This is an optimization exercise on Yosys and OpenROAD, whose aim is small area and a short achievable clock period, not a production implementation. The RTL was checked by simulation tests, not by an equivalence proof against the original design. No activity file was given, so power comes from the tool's default toggle rates.

<file path="flow/design.v">
package rs_pkg;
    localparam int PR_WIDTH  = 6;
    localparam int ROB_WIDTH = 5;
    localparam int OP_WIDTH  = 4;
    localparam int AGE_WIDTH = 8;
    localparam int ALU_DEPTH = 4;
    localparam int MUL_DEPTH = 2;
    localparam int DIV_DEPTH = 2;
    localparam int NUM_CDB = 4;
    typedef enum logic [1:0] {
        unit_alu,
        unit_mul,
        unit_div
    } rs_unit_e;
    typedef struct packed {
        rs_unit_e              unit;
        logic [PR_WIDTH-1:0]   ps1;
        logic                  ps1_valid;
        logic [PR_WIDTH-1:0]   ps2;
        logic                  ps2_valid;
        logic [PR_WIDTH-1:0]   pd;
        logic [ROB_WIDTH-1:0]  rob_id;
        logic [OP_WIDTH-1:0]   op;
        logic [AGE_WIDTH-1:0]  age;
    } rs_dispatch_t;
    typedef struct packed {
        logic                  busy;
        logic [PR_WIDTH-1:0]   ps1;
        logic                  ps1_valid;
        logic [PR_WIDTH-1:0]   ps2;
        logic                  ps2_valid;
        logic [PR_WIDTH-1:0]   pd;
        logic [ROB_WIDTH-1:0]  rob_id;
        logic [OP_WIDTH-1:0]   op;
        logic [AGE_WIDTH-1:0]  age;
    } rs_entry_t;
    typedef struct packed {
        logic [PR_WIDTH-1:0]   ps1;
        logic [PR_WIDTH-1:0]   ps2;
        logic [PR_WIDTH-1:0]   pd;
        logic [ROB_WIDTH-1:0]  rob_id;
        logic [OP_WIDTH-1:0]   op;
    } rs_issue_t;
    typedef struct packed {
        logic                  valid;
        logic [PR_WIDTH-1:0]   pd;
    } cdb_t;
endpackage
module rs_wakeup #(
    parameter int DEPTH = 4
) (
    input  logic [DEPTH-1:0]                    entry_busy,
    input  logic [DEPTH*rs_pkg::PR_WIDTH-1:0]   entry_ps1,
    input  logic [DEPTH*rs_pkg::PR_WIDTH-1:0]   entry_ps2,
    input  logic [rs_pkg::PR_WIDTH-1:0]         incoming_ps1,
    input  logic [rs_pkg::PR_WIDTH-1:0]         incoming_ps2,
    input  logic [rs_pkg::NUM_CDB-1:0]          cdb_valid,
    input  logic [rs_pkg::NUM_CDB*rs_pkg::PR_WIDTH-1:0] cdb_pd,
    output logic [DEPTH-1:0]                    src1_hit,
    output logic [DEPTH-1:0]                    src2_hit,
    output logic                                incoming_src1_hit,
    output logic                                incoming_src2_hit
);
    localparam int PW = rs_pkg::PR_WIDTH;
    always_comb begin
        src1_hit = '0;
        src2_hit = '0;
        for (int b = 0; b < rs_pkg::NUM_CDB; b++) begin
            if (cdb_valid[b]) begin
                for (int i = 0; i < DEPTH; i++) begin
                    if (entry_busy[i]) begin
                        if (entry_ps1[PW*i +: PW] == cdb_pd[PW*b +: PW]) begin
                            src1_hit[i] = 1'b1;
                        end
                        if (entry_ps2[PW*i +: PW] == cdb_pd[PW*b +: PW]) begin
                            src2_hit[i] = 1'b1;
                        end
                    end
                end
            end
        end
    end
    always_comb begin
        incoming_src1_hit = 1'b0;
        incoming_src2_hit = 1'b0;
        for (int b = 0; b < rs_pkg::NUM_CDB; b++) begin
            if (cdb_valid[b] && incoming_ps1 == cdb_pd[PW*b +: PW]) begin
                incoming_src1_hit = 1'b1;
            end
            if (cdb_valid[b] && incoming_ps2 == cdb_pd[PW*b +: PW]) begin
                incoming_src2_hit = 1'b1;
            end
        end
    end
endmodule
module rs_issue_select #(
    parameter int DEPTH        = 4,
    parameter bit OLDEST_FIRST = 1'b1
) (
    input  logic [DEPTH-1:0]                     entry_busy,
    input  logic [DEPTH-1:0]                     entry_ps1_valid,
    input  logic [DEPTH-1:0]                     entry_ps2_valid,
    input  logic [DEPTH*rs_pkg::AGE_WIDTH-1:0]   entry_age,
    input  logic                                 ready,
    input  logic                                 flush,
    output logic                                 issue_valid,
    output logic [$clog2(DEPTH)-1:0]             issue_index
);
    localparam int IDX_W = $clog2(DEPTH);
    localparam int AW    = rs_pkg::AGE_WIDTH;
    logic [DEPTH-1:0]  entry_ready;
    logic              any_ready;
    logic [AW-1:0]     best_age;
    always_comb begin
        for (int i = 0; i < DEPTH; i++) begin
            entry_ready[i] = entry_busy[i] && entry_ps1_valid[i] && entry_ps2_valid[i];
        end
    end
    always_comb begin
        any_ready   = 1'b0;
        best_age    = '1;
        issue_index = '0;
        for (int i = 0; i < DEPTH; i++) begin
            if (entry_ready[i]) begin
                if (OLDEST_FIRST) begin
                    if (!any_ready || entry_age[AW*i +: AW] < best_age) begin
                        best_age    = entry_age[AW*i +: AW];
                        issue_index = IDX_W'(i);
                    end
                end else if (!any_ready) begin
                    issue_index = IDX_W'(i);
                end
                any_ready = 1'b1;
            end
        end
    end
    assign issue_valid = any_ready && ready && !flush;
endmodule
module rs_station #(
    parameter int DEPTH        = 4,
    parameter bit OLDEST_FIRST = 1'b1
) (
    input  logic                  clk,
    input  logic                  reset,
    input  logic                  flush,
    input  logic                  write,
    input  rs_pkg::rs_dispatch_t  dispatch,
    input  logic [rs_pkg::NUM_CDB-1:0]                  cdb_valid,
    input  logic [rs_pkg::NUM_CDB*rs_pkg::PR_WIDTH-1:0] cdb_pd,
    input  logic                  ready,
    output logic                  issue_valid,
    output rs_pkg::rs_issue_t     issue,
    output logic                  full
);
    localparam int IDX_W = $clog2(DEPTH);
    logic [DEPTH-1:0]                              busy;
    logic [DEPTH-1:0][rs_pkg::PR_WIDTH-1:0]        ps1;
    logic [DEPTH-1:0]                              ps1_valid;
    logic [DEPTH-1:0][rs_pkg::PR_WIDTH-1:0]        ps2;
    logic [DEPTH-1:0]                              ps2_valid;
    logic [DEPTH-1:0][rs_pkg::PR_WIDTH-1:0]        pd;
    logic [DEPTH-1:0][rs_pkg::ROB_WIDTH-1:0]       rob_id;
    logic [DEPTH-1:0][rs_pkg::OP_WIDTH-1:0]        op;
    logic [DEPTH-1:0][rs_pkg::AGE_WIDTH-1:0]       age;
    logic [DEPTH-1:0]  src1_hit;
    logic [DEPTH-1:0]  src2_hit;
    logic              incoming_src1_hit;
    logic              incoming_src2_hit;
    logic [IDX_W-1:0]  alloc_index;
    logic [IDX_W-1:0]  issue_index;
    logic              alloc_found;
    rs_wakeup #(
        .DEPTH (DEPTH)
    ) i_wakeup (
        .entry_busy        (busy),
        .entry_ps1         (ps1),
        .entry_ps2         (ps2),
        .incoming_ps1      (dispatch.ps1),
        .incoming_ps2      (dispatch.ps2),
        .cdb_valid         (cdb_valid),
        .cdb_pd            (cdb_pd),
        .src1_hit          (src1_hit),
        .src2_hit          (src2_hit),
        .incoming_src1_hit (incoming_src1_hit),
        .incoming_src2_hit (incoming_src2_hit)
    );
    rs_issue_select #(
        .DEPTH        (DEPTH),
        .OLDEST_FIRST (OLDEST_FIRST)
    ) i_select (
        .entry_busy      (busy),
        .entry_ps1_valid (ps1_valid),
        .entry_ps2_valid (ps2_valid),
        .entry_age       (age),
        .ready           (ready),
        .flush           (flush),
        .issue_valid     (issue_valid),
        .issue_index     (issue_index)
    );
    assign full = &busy;
    always_comb begin
        alloc_found = 1'b0;
        alloc_index = '0;
        for (int i = 0; i < DEPTH; i++) begin
            if (!busy[i] && !alloc_found) begin
                alloc_found = 1'b1;
                alloc_index = IDX_W'(i);
            end
        end
    end
    always_ff @(posedge clk) begin
        if (reset || flush) begin
            busy <= '0;
        end else begin
            for (int i = 0; i < DEPTH; i++) begin
                if (src1_hit[i]) begin
                    ps1_valid[i] <= 1'b1;
                end
                if (src2_hit[i]) begin
                    ps2_valid[i] <= 1'b1;
                end
            end
            if (issue_valid) begin
                busy[issue_index] <= 1'b0;
            end
            if (write && alloc_found) begin
                busy[alloc_index]      <= 1'b1;
                ps1[alloc_index]       <= dispatch.ps1;
                ps1_valid[alloc_index] <= dispatch.ps1_valid || incoming_src1_hit;
                ps2[alloc_index]       <= dispatch.ps2;
                ps2_valid[alloc_index] <= dispatch.ps2_valid || incoming_src2_hit;
                pd[alloc_index]        <= dispatch.pd;
                rob_id[alloc_index]    <= dispatch.rob_id;
                op[alloc_index]        <= dispatch.op;
                age[alloc_index]       <= dispatch.age;
            end
        end
    end
    always_comb begin
        issue.ps1    = ps1[issue_index];
        issue.ps2    = ps2[issue_index];
        issue.pd     = pd[issue_index];
        issue.rob_id = rob_id[issue_index];
        issue.op     = op[issue_index];
    end
endmodule
module rs_cluster (
    input  logic         clk,
    input  logic         reset,
    input  logic         flush,
    input  logic         dispatch_valid,
    input  logic [1:0]   dispatch_unit,
    input  logic [5:0]   dispatch_ps1,
    input  logic         dispatch_ps1_valid,
    input  logic [5:0]   dispatch_ps2,
    input  logic         dispatch_ps2_valid,
    input  logic [5:0]   dispatch_pd,
    input  logic [4:0]   dispatch_rob_id,
    input  logic [3:0]   dispatch_op,
    input  logic [7:0]   dispatch_age,
    input  logic [3:0]   cdb_valid,
    input  logic [23:0]  cdb_pd,
    input  logic         alu_ready,
    input  logic         mul_ready,
    input  logic         div_ready,
    output logic         alu_issue_valid,
    output logic         mul_issue_valid,
    output logic         div_issue_valid,
    output logic [26:0]  alu_issue,
    output logic [26:0]  mul_issue,
    output logic [26:0]  div_issue,
    output logic         alu_full,
    output logic         mul_full,
    output logic         div_full
);
    rs_pkg::rs_dispatch_t  dispatch;
    rs_pkg::rs_issue_t     alu_issue_s;
    rs_pkg::rs_issue_t     mul_issue_s;
    rs_pkg::rs_issue_t     div_issue_s;
    always_comb begin
        dispatch.unit      = rs_pkg::rs_unit_e'(dispatch_unit);
        dispatch.ps1       = dispatch_ps1;
        dispatch.ps1_valid = dispatch_ps1_valid;
        dispatch.ps2       = dispatch_ps2;
        dispatch.ps2_valid = dispatch_ps2_valid;
        dispatch.pd        = dispatch_pd;
        dispatch.rob_id    = dispatch_rob_id;
        dispatch.op        = dispatch_op;
        dispatch.age       = dispatch_age;
    end
    assign alu_issue = alu_issue_s;
    assign mul_issue = mul_issue_s;
    assign div_issue = div_issue_s;
    logic alu_write;
    logic mul_write;
    logic div_write;
    assign alu_write = dispatch_valid && (dispatch.unit == rs_pkg::unit_alu);
    assign mul_write = dispatch_valid && (dispatch.unit == rs_pkg::unit_mul);
    assign div_write = dispatch_valid && (dispatch.unit == rs_pkg::unit_div);
    rs_station #(
        .DEPTH        (rs_pkg::ALU_DEPTH),
        .OLDEST_FIRST (1'b1)
    ) i_alu_station (
        .clk         (clk),
        .reset       (reset),
        .flush       (flush),
        .write       (alu_write),
        .dispatch    (dispatch),
        .cdb_valid   (cdb_valid),
        .cdb_pd      (cdb_pd),
        .ready       (alu_ready),
        .issue_valid (alu_issue_valid),
        .issue       (alu_issue_s),
        .full        (alu_full)
    );
    rs_station #(
        .DEPTH        (rs_pkg::MUL_DEPTH),
        .OLDEST_FIRST (1'b0)
    ) i_mul_station (
        .clk         (clk),
        .reset       (reset),
        .flush       (flush),
        .write       (mul_write),
        .dispatch    (dispatch),
        .cdb_valid   (cdb_valid),
        .cdb_pd      (cdb_pd),
        .ready       (mul_ready),
        .issue_valid (mul_issue_valid),
        .issue       (mul_issue_s),
        .full        (mul_full)
    );
    rs_station #(
        .DEPTH        (rs_pkg::DIV_DEPTH),
        .OLDEST_FIRST (1'b0)
    ) i_div_station (
        .clk         (clk),
        .reset       (reset),
        .flush       (flush),
        .write       (div_write),
        .dispatch    (dispatch),
        .cdb_valid   (cdb_valid),
        .cdb_pd      (cdb_pd),
        .ready       (div_ready),
        .issue_valid (div_issue_valid),
        .issue       (div_issue_s),
        .full        (div_full)
    );
endmodule
</file>
<file path="flow/run.sh">
#!/bin/bash
# synth_recipe.tcl (not shown) runs the flow's synth.tcl, then flattens the netlist and writes it again
# the make line also repeats each setting of config.mk as NAME=value (left out here)
make -C /OpenROAD-flow-scripts/flow DESIGN_CONFIG=/design/flow/config.mk WORK_HOME=/design/flow/orfs CLKGATE_MAP_FILE= SYNTH_SCRIPT=/design/flow/synth_recipe.tcl finish
</file>
<file path="flow/config.mk">
export PLATFORM = sky130hd
export DESIGN_NAME = rs_cluster
export DESIGN_NICKNAME = rs_cluster
export VERILOG_FILES = /design/flow/design.v
export SDC_FILE = /design/flow/constraint.sdc
export NUM_CORES = 4
export LEC_CHECK = 0
export CAP_MARGIN = 20
export CORE_MARGIN = 2
export CORE_UTILIZATION = 40
export SLEW_MARGIN = 20
</file>
<file path="flow/constraint.sdc">
create_clock -name core_clock -period 9.0 [get_ports {clk}]
set_input_delay 1.8000 -clock core_clock [delete_from_list [all_inputs] [get_ports {clk}]]
set_output_delay 1.8000 -clock core_clock [all_outputs]
set_load 0.01 [all_outputs]
</file>
==> results.toml <==
[timing]
fmax_mhz = 113.9
grt_setup_unrepaired = "true"
report.final.slew_viol_count = 0
worst_pin_slew_ns = 1.064
setup-tns-final_ns = 0
hold_viol = 0
timing.max_slew.rel_slack_pct = 28.43
fin_skew_ns = 0.01726
period_needed_ns = 8.780
final.period_utilization_pct = 97.55
setup_viol = 0

[logic_synthesis]
yosys_most_used_dff = "sky130_fd_sc_hd__edfxtp_1"
post_synth.cell_area_avg_sq_um = 9.880
synthCells = 1905
synth_sequential_area_ratio_pct = 42.97
post_synth_edffs = 264
synth-async-reset-ratio_pct = 0
post_synth_num_cell_types = 62
synth_fp_nets = 2003
ffs_latches_synth = 272
synth.cell_area_sq_um = 18820
yosysWarningCount = 7

[clock_tree]
h_tree_levels = 1
cts_num_sinks = 272
post_cts_clock_slew_at_the_launch_and_capture_registers_of_the_worst_setup_and_hold_paths_ns = 0.06
clk_latency_ns = 0.59
num_cts_buffers = 31
tritoncts_clock_tree = "yes"
clock_root_buffer = "sky130_fd_sc_hd__clkbuf_16"
clock_tree.buffer_depth = 3

[drt]
routedWlPerCell_microns = 25.67
ant_nets = 0
detail_route.first_pass.iterations = 5
viasPerCell = 5.956
detailroute.via_count = 15280
routed_wirelength_microns = 65850
detailedRoute.firstIterationViolations = 1755
drc_violation_count_after_routing = 0

[placed_design]
place_area_sq_um = 20640
gp_congestion = 0.9216
place.detailed.instances = 2506
port_buffers = 160
post-dp-hpwl_microns = 43140

[pwr]
ir_worst_vdd_mv = 0.1326
total_power_mw = 3.081
power_leakage_nw = 7.464
power-per-cell-area_nw_per_um2 = 141.3

[floorplanning]
floorplan.rows = 79
fp.coreArea_sq_um = 46460
die_h_microns = 220.9
floorplan.initialDensity_pct = 40.51
io_pins = 161
die_area_sq_um = 48810
die_w_microns = 220.9

[critical_path]
critical_path.cell_chain = "nand3_4 -> nor2_1 -> ha_1 -> a211oi_2 -> nor2_1 -> a2111o_1 -> o21a_2 -> o21ai_0 -> ha_1 -> o21ai_0 -> a211oi_4 -> o21ai_0 -> o21a_4 -> nor2_1 -> a21oi_1 -> ha_1 -> nand4_1 -> a211o_1 -> a21oi_1 -> a21o_1 -> nand3_4 -> o221ai_1 -> clkdlybuf4s50_1"
worstPathMaxFanout = 18
startpoint_type = "flip-flop"
timing.critical_path.arrival_ns = 6.98
critPathCaptureType = "output pin"
worst_path_largest_cell_delay_ns = 0.61
timing.setup.critical_path_class = "reg2out"
worst-endpoint-required_ns = 7.20
slowest_stage = "sky130_fd_sc_hd__clkdlybuf4s50_1"

[finish]
post_route_cells_drive_above_1_share_pct = 10.06
total_inserted_antenna_cells = 0
nNetsFinal = 2032
final_core_utilization_pct = 46.93
fillers = 4307
area_added_between_synthesis_and_finish_pct = 15.83
final_design_area_no_fill_sq_um = 21800
layout.cells.non_filler = 2565

[global_route]
initial_antenna_violation_count = 1
grt_remaining_overflow = 0
grt_use_total_pct = 25.90
grt_max_degree = 76
global_route_wire_length_before_repair_microns = 97500
number_of_global_route_vias_before_repair = 15050

[run]
maxCapViolations = 0

[min_path]
hold_class = "reg2reg"

[run_status]
status = "complete, no violations"
cell usage in the layout (no fill, tap or decap), drive strengths merged, types with 6 or more instances in the layout:
cell type	instances
o22ai	57
bufinv	6
nand2	126
or3	8
inv	124
o221ai	14
xor2	210
a22oi	19
nor4	54
ha	24
nor2b	27
o21ai	91
edfxtp	264
buf	62
o41ai	9
xnor2	222
nand2b	8
nor2	59
clkdlybuf4s50	154
clkbuf	38
and2	11
clkinv	13
mux2i	7
dfxtp	8
a221oi	15
o2bb2ai	15
nand3	17
a221o	18
a21oi	77
or4	16
o31a	6
mux2	54
nor3	12
nand4	74
through the flow:
step | hold slack (ns) | setup slack, ns
after floorplan | 0.5054 | 1.558
after global placement | 0.5741 | 0.2208
after detailed placement | 0.5822 | -0.01102
after CTS | 0.5896 | 0.05587
after global routing | 0.6311 | -0.07520
final | 0.5950 | 0.2204
final timing paths:
check | start | end | slack (ns) | depth (start not counted)
worst max register to register | i_alu_station.ps2_valid[0] | i_alu_station.busy[1] | 3.23 | 23
worst max-delay path | i_alu_station.ps2_valid[0] | alu_issue[20] | 0.22 | 23
worst min register to register | i_mul_station.busy[0] | i_mul_station.busy[0] | 0.59 | 2
worst min-delay path | i_mul_station.busy[0] | i_mul_station.busy[0] | 0.59 | 2
cell usage after synthesis, types with 3 or more instances:
library cell                number  share of area [%]
sky130_fd_sc_hd__a211oi_1        4               0.16
sky130_fd_sc_hd__a21o_1          3               0.12
sky130_fd_sc_hd__a21oi_1        76                2.0
sky130_fd_sc_hd__a221o_1        18               0.96
sky130_fd_sc_hd__a221oi_1       15               0.70
sky130_fd_sc_hd__a22oi_1        19               0.76
sky130_fd_sc_hd__a32oi_1         4               0.19
sky130_fd_sc_hd__and2_1         11               0.37
sky130_fd_sc_hd__buf_1          43               0.86
sky130_fd_sc_hd__buf_2          50                1.3
sky130_fd_sc_hd__buf_4           7               0.28
sky130_fd_sc_hd__buf_6           4               0.24
sky130_fd_sc_hd__clkbuf_1      107                2.1
sky130_fd_sc_hd__clkbuf_2       10               0.27
sky130_fd_sc_hd__dfxtp_1         8               0.85
sky130_fd_sc_hd__edfxtp_1      264                 42
sky130_fd_sc_hd__ha_1           24                1.6
sky130_fd_sc_hd__inv_1         122                2.4
sky130_fd_sc_hd__mux2_2         54                3.2
sky130_fd_sc_hd__mux2i_1         7               0.37
sky130_fd_sc_hd__nand2_1       126                2.5
sky130_fd_sc_hd__nand2b_1        8               0.27
sky130_fd_sc_hd__nand3_1        16               0.43
sky130_fd_sc_hd__nand4_1        74                2.5
sky130_fd_sc_hd__nor2_1         59                1.2
sky130_fd_sc_hd__nor2b_1        27               0.90
sky130_fd_sc_hd__nor3_1         10               0.27
sky130_fd_sc_hd__nor4_1         54                1.8
sky130_fd_sc_hd__nor4b_1         3               0.14
sky130_fd_sc_hd__o211ai_1        3               0.12
sky130_fd_sc_hd__o21a_1          5               0.20
sky130_fd_sc_hd__o21ai_0        90                2.4
sky130_fd_sc_hd__o221ai_1        4               0.19
sky130_fd_sc_hd__o221ai_2       10               0.80
sky130_fd_sc_hd__o22ai_1        57                1.9
sky130_fd_sc_hd__o2bb2ai_1      15               0.70
sky130_fd_sc_hd__o31a_1          6               0.28
sky130_fd_sc_hd__o41ai_1         9               0.42
sky130_fd_sc_hd__or3_1           8               0.27
sky130_fd_sc_hd__or4_1          16               0.64
sky130_fd_sc_hd__xnor2_1       222                 10
sky130_fd_sc_hd__xor2_1        210                9.8
final cells by class:
| type | count | area [sq um] | area share, % |
|---|---|---|---|
| tap | 607 | 759.5 | 3.484 |
| inverter | 124 | 465.4 | 2.135 |
| multi-input combinational | 1288 | 9432 | 43.26 |
| clock buffer | 37 | 798.3 | 3.662 |
| clock inverter | 20 | 247.7 | 1.136 |
| timing repair buffer | 217 | 2011 | 9.223 |
| sequential | 272 | 8088 | 37.10 |
what timing repair did:
| item | 4_1_cts | 5_1_grt |
|---|---|---|
| setup endpoints to repair | 27 | 27 |
| pin swaps | 1 | 1 |
| hold buffers | 0 | 0 |
| setup buffers | 2 | 0 |
| gates resized for setup | 7 | 13 |
per-layer routing:
metal / vias to the layer above / GRT usage, % / part of all wire [%]
met5: - / 0 / 0.024
met4: 2 / 9.807 / 3.4
met3: 156 / 3.811 / 9.1
met2: 824 / 41.49 / 46
met1: 7532 / 35.45 / 41
li1: 6763 / - / -
worst max-delay path, delay by kind of cell, from the launching register on:
family / cells / cell delay, ns
AO/OA/AOI/OAI: 13 / 3.60
buffers and inverters: 1 / 0.61
AND/OR/NAND/NOR: 6 / 0.88
adder cells (fa/ha/maj): 3 / 0.85
flip-flops: 1 / 0.43
logic make-up after synthesis:
kind of cell,after synthesis,share of synthesized area [%]
flip-flops,272,42.97
AO/OA/AOI/OAI,353,12.60
adder cells (fa/ha/maj),24,1.595
buffers and inverters,345,7.578
XOR/XNOR,432,20.10
AND/OR/NAND/NOR,418,11.55
multiplexers,61,3.603
power breakdown:
part,switching (mW),internal (mW),total [mW]
combinational,0.204,0.131,0.335
sequential,0.0142,1.40,1.41
clock,0.534,0.799,1.33
total,0.752,2.33,3.08

-- re-timing with driven ports --
The results above use ideal ports. As a check the final layout listed here was re-extracted and re-timed, cells and wires unchanged.
Step 1 (the two cells are an assumption about what drives the block):
set clk [get_ports {clk}]
set_driving_cell -lib_cell sky130_fd_sc_hd__clkbuf_16 $clk
set_driving_cell -lib_cell sky130_fd_sc_hd__buf_2 [delete_from_list [all_inputs] $clk]
Step 2 also shifts input and output timing later by t, the mid clock arrival at the registers, as if the neighbouring blocks saw the same clock.
Slacks: ideal / step 1 / step 2; pairs: ideal / step 1.
t (ns): 0.630
slack for setup (ns): 0.220 / 0.168 / 0.798
worst setup path after step 2: register to output
latest minus earliest clock arrival (ns): 0.024 / 0.024
After both steps this run still meets setup and hold. The setup slack of this run moves by -0.052 ns with the drivers and by +0.578 ns with both steps.
